What follows belongs to an exercise in optimizing a design on an open flow for small area, a short achievable clock period and few clock cycles per item; a production flow would make more cautious choices. For this run, only the layout was checked, not whether the RTL still works.

## flow/run.sh

```bash
#!/bin/bash
# synth_recipe.tcl (not shown) runs the flow's synth.tcl, then flattens the netlist and writes it again
# the make line also repeats each setting of config.mk as NAME=value (left out here)
make -C /OpenROAD-flow-scripts/flow DESIGN_CONFIG=/design/flow/config.mk WORK_HOME=/design/flow/orfs CLKGATE_MAP_FILE= SYNTH_SCRIPT=/design/flow/synth_recipe.tcl finish
```

## flow/config.mk

```make
export PLATFORM = sky130hd
export DESIGN_NAME = ignition_advance_curve_lookup
export DESIGN_NICKNAME = ignition_advance_curve_lookup
export VERILOG_FILES = /design/flow/design.v
export SDC_FILE = /design/flow/constraint.sdc
export NUM_CORES = 4
export LEC_CHECK = 0
export CAP_MARGIN = 20
export CORE_MARGIN = 2
export CORE_UTILIZATION = 40
export SLEW_MARGIN = 20
```

## flow/design.v

```verilog
module ignition_advance_curve_lookup (
  input  logic        clk,
  input  logic        rst,
  input  logic        write_enable,
  input  logic [1:0]  write_index,
  input  logic [15:0] write_data,
  input  logic        in_valid,
  output logic        in_stall,
  input  logic [15:0] engine_speed,
  output logic        out_valid,
  input  logic        out_stall,
  output logic [11:0] spark_advance,
  output logic [1:0]  speed_region
);
  logic [11:0] cranking_advance;
  logic [11:0] top_advance;
  logic [15:0] cranking_speed_limit;
  always_ff @(posedge clk) begin
    if (rst) begin
      cranking_advance     <= 12'd50;
      top_advance          <= 12'd350;
      cranking_speed_limit <= 16'd500;
    end else if (write_enable) begin
      case (write_index)
        2'd0: cranking_advance     <= write_data[11:0];
        2'd1: top_advance          <= write_data[11:0];
        2'd2: cranking_speed_limit <= write_data;
        default: ;
      endcase
    end
  end
  logic en;
  assign en       = !(out_valid && out_stall);
  assign in_stall = !en;
  logic [15:0] s;
  logic [13:0] s14;
  logic [3:0]  seg;
  logic [10:0] lo11;
  logic [1:0]  region;
  assign s   = engine_speed;
  assign s14 = s[13:0];    
  always_comb begin
    seg = 4'd0;
    if (s14 >= 14'd1067) seg = 4'd1;
    if (s14 >= 14'd2134) seg = 4'd2;
    if (s14 >= 14'd3200) seg = 4'd3;
    if (s14 >= 14'd4267) seg = 4'd4;
    if (s14 >= 14'd5334) seg = 4'd5;
    if (s14 >= 14'd6400) seg = 4'd6;
    if (s14 >= 14'd7467) seg = 4'd7;
    if (s14 >= 14'd8534) seg = 4'd8;
    if (s14 >= 14'd9600) seg = 4'd9;
    if (s14 >= 14'd10667) seg = 4'd10;
    if (s14 >= 14'd11734) seg = 4'd11;
    if (s14 >= 14'd12800) seg = 4'd12;
    if (s14 >= 14'd13867) seg = 4'd13;
    if (s14 >= 14'd14934) seg = 4'd14;
  end
  always_comb begin
    case (seg)
      4'd0: lo11 = 11'd0;
      4'd1: lo11 = 11'd1066;
      4'd2: lo11 = 11'd85;
      4'd3: lo11 = 11'd1152;
      4'd4: lo11 = 11'd170;
      4'd5: lo11 = 11'd1237;
      4'd6: lo11 = 11'd256;
      4'd7: lo11 = 11'd1322;
      4'd8: lo11 = 11'd341;
      4'd9: lo11 = 11'd1408;
      4'd10: lo11 = 11'd426;
      4'd11: lo11 = 11'd1493;
      4'd12: lo11 = 11'd512;
      4'd13: lo11 = 11'd1578;
      4'd14: lo11 = 11'd597;
      default: lo11 = 11'd0;
    endcase
  end
  always_comb begin
    if (s < cranking_speed_limit)  region = 2'd0;
    else if (s >= 16'd16000)       region = 2'd2;
    else                           region = 2'd1;
  end
  logic        p_valid;
  logic [3:0]  p_seg;
  logic [10:0] p_delta;
  logic [1:0]  p_region;
  always_ff @(posedge clk) begin
    if (rst)     p_valid <= 1'b0;
    else if (en) p_valid <= in_valid;
  end
  always_ff @(posedge clk) begin
    if (en) begin
      p_seg    <= seg;
      p_delta  <= s[10:0] - lo11;
      p_region <= region;
    end
  end
  logic       w66, bneg;
  logic [2:0] asel;
  logic [3:0] bsel;
  logic [8:0] c_lo;
  always_comb begin
    case (p_seg)
      4'd0: begin w66 = 1'b1; asel = 3'b010; bsel = 4'b0010; bneg = 1'b0; c_lo = 9'd50; end
      4'd1: begin w66 = 1'b0; asel = 3'b100; bsel = 4'b0100; bneg = 1'b1; c_lo = 9'd60; end
      4'd2: begin w66 = 1'b0; asel = 3'b100; bsel = 4'b0100; bneg = 1'b1; c_lo = 9'd80; end
      4'd3: begin w66 = 1'b1; asel = 3'b010; bsel = 4'b1000; bneg = 1'b0; c_lo = 9'd100; end
      4'd4: begin w66 = 1'b0; asel = 3'b010; bsel = 4'b1000; bneg = 1'b1; c_lo = 9'd130; end
      4'd5: begin w66 = 1'b0; asel = 3'b010; bsel = 4'b1000; bneg = 1'b1; c_lo = 9'd160; end
      4'd6: begin w66 = 1'b1; asel = 3'b010; bsel = 4'b1000; bneg = 1'b0; c_lo = 9'd190; end
      4'd7: begin w66 = 1'b0; asel = 3'b010; bsel = 4'b1000; bneg = 1'b1; c_lo = 9'd220; end
      4'd8: begin w66 = 1'b0; asel = 3'b010; bsel = 4'b1000; bneg = 1'b1; c_lo = 9'd250; end
      4'd9: begin w66 = 1'b1; asel = 3'b100; bsel = 4'b0100; bneg = 1'b0; c_lo = 9'd280; end
      4'd10: begin w66 = 1'b0; asel = 3'b100; bsel = 4'b0100; bneg = 1'b1; c_lo = 9'd300; end
      4'd11: begin w66 = 1'b0; asel = 3'b001; bsel = 4'b0100; bneg = 1'b1; c_lo = 9'd320; end
      4'd12: begin w66 = 1'b1; asel = 3'b010; bsel = 4'b0010; bneg = 1'b0; c_lo = 9'd335; end
      4'd13: begin w66 = 1'b0; asel = 3'b001; bsel = 4'b0001; bneg = 1'b0; c_lo = 9'd345; end
      4'd14: begin w66 = 1'b0; asel = 3'b000; bsel = 4'b0000; bneg = 1'b0; c_lo = 9'd350; end
      default: begin w66 = 1'b0; asel = 3'b000; bsel = 4'b0000; bneg = 1'b0; c_lo = 9'd350; end
    endcase
  end
  function automatic logic [4:0] div5(input logic [7:0] y);
    case (y)
      8'd0: div5 = 5'd0;
      8'd1: div5 = 5'd0;
      8'd2: div5 = 5'd0;
      8'd3: div5 = 5'd0;
      8'd4: div5 = 5'd0;
      8'd5: div5 = 5'd1;
      8'd6: div5 = 5'd1;
      8'd7: div5 = 5'd1;
      8'd8: div5 = 5'd1;
      8'd9: div5 = 5'd1;
      8'd10: div5 = 5'd2;
      8'd11: div5 = 5'd2;
      8'd12: div5 = 5'd2;
      8'd13: div5 = 5'd2;
      8'd14: div5 = 5'd2;
      8'd15: div5 = 5'd3;
      8'd16: div5 = 5'd3;
      8'd17: div5 = 5'd3;
      8'd18: div5 = 5'd3;
      8'd19: div5 = 5'd3;
      8'd20: div5 = 5'd4;
      8'd21: div5 = 5'd4;
      8'd22: div5 = 5'd4;
      8'd23: div5 = 5'd4;
      8'd24: div5 = 5'd4;
      8'd25: div5 = 5'd5;
      8'd26: div5 = 5'd5;
      8'd27: div5 = 5'd5;
      8'd28: div5 = 5'd5;
      8'd29: div5 = 5'd5;
      8'd30: div5 = 5'd6;
      8'd31: div5 = 5'd6;
      8'd32: div5 = 5'd6;
      8'd33: div5 = 5'd6;
      8'd34: div5 = 5'd6;
      8'd35: div5 = 5'd7;
      8'd36: div5 = 5'd7;
      8'd37: div5 = 5'd7;
      8'd38: div5 = 5'd7;
      8'd39: div5 = 5'd7;
      8'd40: div5 = 5'd8;
      8'd41: div5 = 5'd8;
      8'd42: div5 = 5'd8;
      8'd43: div5 = 5'd8;
      8'd44: div5 = 5'd8;
      8'd45: div5 = 5'd9;
      8'd46: div5 = 5'd9;
      8'd47: div5 = 5'd9;
      8'd48: div5 = 5'd9;
      8'd49: div5 = 5'd9;
      8'd50: div5 = 5'd10;
      8'd51: div5 = 5'd10;
      8'd52: div5 = 5'd10;
      8'd53: div5 = 5'd10;
      8'd54: div5 = 5'd10;
      8'd55: div5 = 5'd11;
      8'd56: div5 = 5'd11;
      8'd57: div5 = 5'd11;
      8'd58: div5 = 5'd11;
      8'd59: div5 = 5'd11;
      8'd60: div5 = 5'd12;
      8'd61: div5 = 5'd12;
      8'd62: div5 = 5'd12;
      8'd63: div5 = 5'd12;
      8'd64: div5 = 5'd12;
      8'd65: div5 = 5'd13;
      8'd66: div5 = 5'd13;
      8'd67: div5 = 5'd13;
      8'd68: div5 = 5'd13;
      8'd69: div5 = 5'd13;
      8'd70: div5 = 5'd14;
      8'd71: div5 = 5'd14;
      8'd72: div5 = 5'd14;
      8'd73: div5 = 5'd14;
      8'd74: div5 = 5'd14;
      8'd75: div5 = 5'd15;
      8'd76: div5 = 5'd15;
      8'd77: div5 = 5'd15;
      8'd78: div5 = 5'd15;
      8'd79: div5 = 5'd15;
      8'd80: div5 = 5'd16;
      8'd81: div5 = 5'd16;
      8'd82: div5 = 5'd16;
      8'd83: div5 = 5'd16;
      8'd84: div5 = 5'd16;
      8'd85: div5 = 5'd17;
      8'd86: div5 = 5'd17;
      8'd87: div5 = 5'd17;
      8'd88: div5 = 5'd17;
      8'd89: div5 = 5'd17;
      8'd90: div5 = 5'd18;
      8'd91: div5 = 5'd18;
      8'd92: div5 = 5'd18;
      8'd93: div5 = 5'd18;
      8'd94: div5 = 5'd18;
      8'd95: div5 = 5'd19;
      8'd96: div5 = 5'd19;
      8'd97: div5 = 5'd19;
      8'd98: div5 = 5'd19;
      8'd99: div5 = 5'd19;
      8'd100: div5 = 5'd20;
      8'd101: div5 = 5'd20;
      8'd102: div5 = 5'd20;
      8'd103: div5 = 5'd20;
      8'd104: div5 = 5'd20;
      8'd105: div5 = 5'd21;
      8'd106: div5 = 5'd21;
      8'd107: div5 = 5'd21;
      8'd108: div5 = 5'd21;
      8'd109: div5 = 5'd21;
      8'd110: div5 = 5'd22;
      8'd111: div5 = 5'd22;
      8'd112: div5 = 5'd22;
      8'd113: div5 = 5'd22;
      8'd114: div5 = 5'd22;
      8'd115: div5 = 5'd23;
      8'd116: div5 = 5'd23;
      8'd117: div5 = 5'd23;
      8'd118: div5 = 5'd23;
      8'd119: div5 = 5'd23;
      8'd120: div5 = 5'd24;
      8'd121: div5 = 5'd24;
      8'd122: div5 = 5'd24;
      8'd123: div5 = 5'd24;
      8'd124: div5 = 5'd24;
      8'd125: div5 = 5'd25;
      8'd126: div5 = 5'd25;
      8'd127: div5 = 5'd25;
      8'd128: div5 = 5'd25;
      8'd129: div5 = 5'd25;
      8'd130: div5 = 5'd26;
      8'd131: div5 = 5'd26;
      8'd132: div5 = 5'd26;
      8'd133: div5 = 5'd26;
      8'd134: div5 = 5'd26;
      8'd135: div5 = 5'd27;
      8'd136: div5 = 5'd27;
      8'd137: div5 = 5'd27;
      8'd138: div5 = 5'd27;
      8'd139: div5 = 5'd27;
      8'd140: div5 = 5'd28;
      8'd141: div5 = 5'd28;
      8'd142: div5 = 5'd28;
      8'd143: div5 = 5'd28;
      8'd144: div5 = 5'd28;
      8'd145: div5 = 5'd29;
      8'd146: div5 = 5'd29;
      8'd147: div5 = 5'd29;
      8'd148: div5 = 5'd29;
      8'd149: div5 = 5'd29;
      8'd150: div5 = 5'd30;
      8'd151: div5 = 5'd30;
      8'd152: div5 = 5'd30;
      8'd153: div5 = 5'd30;
      8'd154: div5 = 5'd30;
      8'd155: div5 = 5'd31;
      8'd156: div5 = 5'd31;
      8'd157: div5 = 5'd31;
      8'd158: div5 = 5'd31;
      8'd159: div5 = 5'd31;
      8'd160: div5 = 5'd31;
      8'd161: div5 = 5'd31;
      8'd162: div5 = 5'd31;
      8'd163: div5 = 5'd31;
      8'd164: div5 = 5'd31;
      8'd165: div5 = 5'd31;
      8'd166: div5 = 5'd31;
      8'd167: div5 = 5'd31;
      8'd168: div5 = 5'd31;
      8'd169: div5 = 5'd31;
      8'd170: div5 = 5'd31;
      8'd171: div5 = 5'd31;
      8'd172: div5 = 5'd31;
      8'd173: div5 = 5'd31;
      8'd174: div5 = 5'd31;
      8'd175: div5 = 5'd31;
      8'd176: div5 = 5'd31;
      8'd177: div5 = 5'd31;
      8'd178: div5 = 5'd31;
      8'd179: div5 = 5'd31;
      8'd180: div5 = 5'd31;
      8'd181: div5 = 5'd31;
      8'd182: div5 = 5'd31;
      8'd183: div5 = 5'd31;
      8'd184: div5 = 5'd31;
      8'd185: div5 = 5'd31;
      8'd186: div5 = 5'd31;
      8'd187: div5 = 5'd31;
      8'd188: div5 = 5'd31;
      8'd189: div5 = 5'd31;
      8'd190: div5 = 5'd31;
      8'd191: div5 = 5'd31;
      8'd192: div5 = 5'd31;
      8'd193: div5 = 5'd31;
      8'd194: div5 = 5'd31;
      8'd195: div5 = 5'd31;
      8'd196: div5 = 5'd31;
      8'd197: div5 = 5'd31;
      8'd198: div5 = 5'd31;
      8'd199: div5 = 5'd31;
      8'd200: div5 = 5'd31;
      8'd201: div5 = 5'd31;
      8'd202: div5 = 5'd31;
      8'd203: div5 = 5'd31;
      8'd204: div5 = 5'd31;
      8'd205: div5 = 5'd31;
      8'd206: div5 = 5'd31;
      8'd207: div5 = 5'd31;
      8'd208: div5 = 5'd31;
      8'd209: div5 = 5'd31;
      8'd210: div5 = 5'd31;
      8'd211: div5 = 5'd31;
      8'd212: div5 = 5'd31;
      8'd213: div5 = 5'd31;
      8'd214: div5 = 5'd31;
      8'd215: div5 = 5'd31;
      8'd216: div5 = 5'd31;
      8'd217: div5 = 5'd31;
      8'd218: div5 = 5'd31;
      8'd219: div5 = 5'd31;
      8'd220: div5 = 5'd31;
      8'd221: div5 = 5'd31;
      8'd222: div5 = 5'd31;
      8'd223: div5 = 5'd31;
      8'd224: div5 = 5'd31;
      8'd225: div5 = 5'd31;
      8'd226: div5 = 5'd31;
      8'd227: div5 = 5'd31;
      8'd228: div5 = 5'd31;
      8'd229: div5 = 5'd31;
      8'd230: div5 = 5'd31;
      8'd231: div5 = 5'd31;
      8'd232: div5 = 5'd31;
      8'd233: div5 = 5'd31;
      8'd234: div5 = 5'd31;
      8'd235: div5 = 5'd31;
      8'd236: div5 = 5'd31;
      8'd237: div5 = 5'd31;
      8'd238: div5 = 5'd31;
      8'd239: div5 = 5'd31;
      8'd240: div5 = 5'd31;
      8'd241: div5 = 5'd31;
      8'd242: div5 = 5'd31;
      8'd243: div5 = 5'd31;
      8'd244: div5 = 5'd31;
      8'd245: div5 = 5'd31;
      8'd246: div5 = 5'd31;
      8'd247: div5 = 5'd31;
      8'd248: div5 = 5'd31;
      8'd249: div5 = 5'd31;
      8'd250: div5 = 5'd31;
      8'd251: div5 = 5'd31;
      8'd252: div5 = 5'd31;
      8'd253: div5 = 5'd31;
      8'd254: div5 = 5'd31;
      8'd255: div5 = 5'd31;
    endcase
  endfunction
  logic [14:0] pa, pb, prod;
  logic [16:0] v;
  logic [7:0]  y;
  logic [11:0] curve_adv;
  logic [11:0] adv;
  assign pa = ({15{asel[0]}} & 15'(p_delta)) | ({15{asel[1]}} & (15'(p_delta) << 1)) | ({15{asel[2]}} & (15'(p_delta) << 2));
  assign pb = ({15{bsel[0]}} & (15'(p_delta) << 1)) | ({15{bsel[1]}} & (15'(p_delta) << 2))
            | ({15{bsel[2]}} & (15'(p_delta) << 3)) | ({15{bsel[3]}} & (15'(p_delta) << 4));
  assign prod = pa + pb;
  assign v = w66 ? {prod, 2'b00} + 17'(prod[14:9]) + 17'(prod[14:10])
                 : {prod, 2'b00} - 17'(prod[14:10]) - (bneg ? 17'd3 : 17'd0);
  assign y = v[16:9];
  assign curve_adv = 12'(c_lo) + 12'(div5(y));
  always_comb begin
    case (p_region)
      2'd0:    adv = cranking_advance;
      2'd2:    adv = top_advance;
      default: adv = curve_adv;
    endcase
  end
  always_ff @(posedge clk) begin
    if (rst)     out_valid <= 1'b0;
    else if (en) out_valid <= p_valid;
  end
  always_ff @(posedge clk) begin
    if (en) begin
      spark_advance <= adv;
      speed_region  <= p_region;
    end
  end
endmodule
```

## flow/constraint.sdc

```tcl
create_clock -name core_clock -period 7.0 [get_ports {clk}]
set_input_delay 1.4000 -clock core_clock [delete_from_list [all_inputs] [get_ports {clk}]]
set_output_delay 1.4000 -clock core_clock [all_outputs]
set_load 0.01 [all_outputs]
```

==> results.txt <==
Yosys cell counts, drive strengths merged, types with 20 or more instances:
| cell type | n |
|---|---|
| a21o | 27 |
| a21oi | 68 |
| a22oi | 20 |
| clkbuf | 33 |
| dfxtp | 60 |
| edfxtp | 31 |
| ha | 71 |
| inv | 67 |
| nand2 | 131 |
| nor2 | 42 |
| o21ai | 37 |
| xnor2 | 24 |
critical path: cells and delay by family (launching register included):
| kind | cells | cell delay (ns) |
|---|---|---|
| AO/OA/AOI/OAI | 18 | 3.39 |
| adder cells (fa/ha/maj) | 5 | 1.62 |
| AND/OR/NAND/NOR | 6 | 0.82 |
| flip-flops | 1 | 0.44 |
| XOR/XNOR | 3 | 0.42 |
| buffers and inverters | 3 | 0.38 |
final cells by class:
type | count | area [um^2] | area share (%)
timing repair buffer | 224 | 1920 | 18.8
sequential | 91 | 2130 | 20.9
clock inverter | 7 | 62.6 | 0.614
inverter | 67 | 251 | 2.47
clock buffer | 9 | 225 | 2.21
multi-input combinational | 654 | 5310 | 52.1
tap | 229 | 287 | 2.81
stage by stage:
stage                     worst slack, ns  setup TNS [ns]  utilization [%]
after floorplan                    -0.280           -1.21                -
after global placement             -0.385           -2.10             50.9
after detailed placement           -0.472           -2.78             50.9
after CTS                          -0.242           -1.29             54.1
after global routing               -0.809           -5.69             56.8
final                              -0.366           -2.09             56.8
what timing repair did:
item / in CTS / in global routing
pin swaps: 38 / 37
cloned: 1 / 0
endpoints found under the setup margin: 8 / 9
gates resized for setup: 26 / 62
buffers inserted: 21 / 15
sequential cells by signal (all words and copies together) (netlist names), 3 cells and up:
name                  count
cranking_speed_limit     16
cranking_advance         12
spark_advance            12
top_advance              12
p_delta                  11
c_lo                      9
bsel                      4
p_seg                     4
asel                      3
worst paths after layout:
check                            from                        to  slack (ns)  cells past startpoint
max                        p_delta[1]          spark_advance[5]       -0.37                     35
min          cranking_speed_limit[12]  cranking_speed_limit[12]        0.45                      2
min reg2reg  cranking_speed_limit[12]  cranking_speed_limit[12]        0.45                      2
max reg2reg                p_delta[1]          spark_advance[5]       -0.37                     35
metal layers:
layer | vias to the layer above | wire length (um) | part of all wire (%) | global-route usage (%)
met1 | 3250 | 9170 | 46 | 26.1
met4 | 0 | 265 | 1.3 | 5.00
met3 | 26 | 609 | 3.0 | 1.79
met5 | - | 0 | 0 | 0
li1 | 3483 | - | - | -
met2 | 155 | 9990 | 50 | 33.7
layout by cell type (no fill, tap or decap), types with 11 or more instances in the layout:
cell,count
buf_4,154
nand2_1,128
inv_1,61
ha_1,61
dfxtp_1,58
a21oi_1,57
clkdlybuf4s50_1,54
nor2_1,38
edfxtp_1,31
a21o_1,27
o21ai_0,24
a22oi_1,19
xnor2_1,16
mux2i_1,14
a222oi_1,12
nand3b_1,12
xor2_1,12
buf_6,11
kinds of logic (layout without fill, tap and decap cells):
| family | count (synthesis) | after routing | synth area share [%] |
|---|---|---|---|
| multiplexers | 16 | 16 | 2.26 |
| AO/OA/AOI/OAI | 273 | 274 | 27.5 |
| XOR/XNOR | 39 | 39 | 5.28 |
| adder cells (fa/ha/maj) | 76 | 76 | 13.5 |
| flip-flops | 91 | 91 | 29.1 |
| AND/OR/NAND/NOR | 249 | 249 | 16.7 |
| buffers and inverters | 104 | 307 | 5.54 |
==> results.txt <==
* Status: finished with violations
* Layout Check Failures: setup timing
* Final setup vio count at 8
* Skew-Pair Late Insertion Delay at 0.34 ns
* Area growth syn-to-layout at 39.4%
* Slew headroom at 30.2%
* Yosys top cell by area: dfxtp_1
* Slew Viols, Final at 0
* Share of the synthesized area in the top cell type at 16.4%
* Post-synthesis sequential area ratio at 29.1%
* Ys async rst share at 0%
* RSZ-0062 raised after global routing: yes
* Via density per instance at 5.40
* Synth Register Bits at 91
* N_diodes at 0
* Most common flop cell mapped by yosys: dfxtp_1
* Most common cell on crit path: o21ai_1
* Slowest cell on the critical path: fa_1
* CP Max Fanout at 5
* Post-Synthesis Cells at 848
* Post-DP HPWL at 14400 um
* I/O pins at 55
* Worst Setup End Kind: flop
* Synthesized area at 0.00732 mm^2
* CTS H-tree lvls at 3
* Reg clk slew, reported paths at 0.07 ns
* Final hold slack at 0.454 ns
* WL/cell at 15.6 um
* Total die area at 0.0194 mm^2
* Part of the cycle the worst path needs at 105%
* Final Cell Area at 0.0102 mm^2
* Hold buffers post-CTS at 0
* Floorplan row count at 49
* Clock Skew at 0.00894 ns
* Gr ovfl total at 0
* Nets at 1162
* CTS Buffer Depth at 2
* Antenna violations before repair at 0
* Kind of critical path: flop to flop
* Core Region at 0.0180 mm^2
* Post-Syn Area per Cell at 8.63 um^2
* Vias in the first global route at 6576
* EDFF count, synth at 31
* Die width at 139 um
* Yosys warning total at 1
* First DRT Iteration DRCs at 431
* Port Buffers at 54
* First-pass DRT Iterations at 5
* CP Data Required Time at 7.05 ns
* Post-Route WL at 20000 um
* Layout Cells excl Fill at 1281
* Hold Vio Cnt, Final at 0
* Root Buffer: clkbuf_16
* Syn Nets at 963
* Number of CTS-inserted buffers at 9
* CTS tree: built
* Setup ws final at -0.366 ns
* Crit-path max cell delay at 0.51 ns
* Post-route DRC at 0
* Arrival time of the worst setup path at 7.42 ns
* Via count at 6914
* Max Freq at 136 MHz
* GR Util All Layers at 19.4%
* Layout cells sized above 1 at 28.1%
* Most area-consuming cells after synthesis: dfxtp_1, edfxtp_1, ha_1
* Worst hold path class: flop to flop
* Die height at 139 um
* Final Critical Period at 7.37 ns
* Num Clock Sinks at 91
* Starting density of the core at 40.7%
* Routed Antenna Nets at 0
* Post-DP Area at 0.00915 mm^2
* Routability cong. at 0.865
* Post-synth cell types at 94
* First-pass GRT wire length at 31700 um
* Max cap viols at 0
* Startpoint class of the critical path: flop
* Measured slew at the worst slew-check pin at 1.04 ns
* # fillers at 1624
* Largest net degree at the start of global routing at 43
* Placed Cells at 1229

static timing again, ports no longer ideal:
In the flow no input, the clock included, has a driving cell. The finished layout below was timed again as built, in two steps. Step 1, drivers: a clkbuf_16 drives clk and a buf_2 each remaining input, both assumed. Step 2, shift: input delay + t, output delay - t, t = (earliest + latest rising clock arrival at the registers) / 2. This alone moves slack from input paths to output paths. Three values: ideal, step 1, step 2; two values: the first two.
t (ns): 0.374
setup slack, ns: -0.366 / -0.366 / -0.366
worst hold slack (ns): 0.454 / 0.454 / 0.454
worst setup path after step 2: register to register
worst register clock-pin slew, ns: 0.07 / 0.07
The setup slack of this run moves by 0.000 ns with the drivers and by 0.000 ns with both steps.
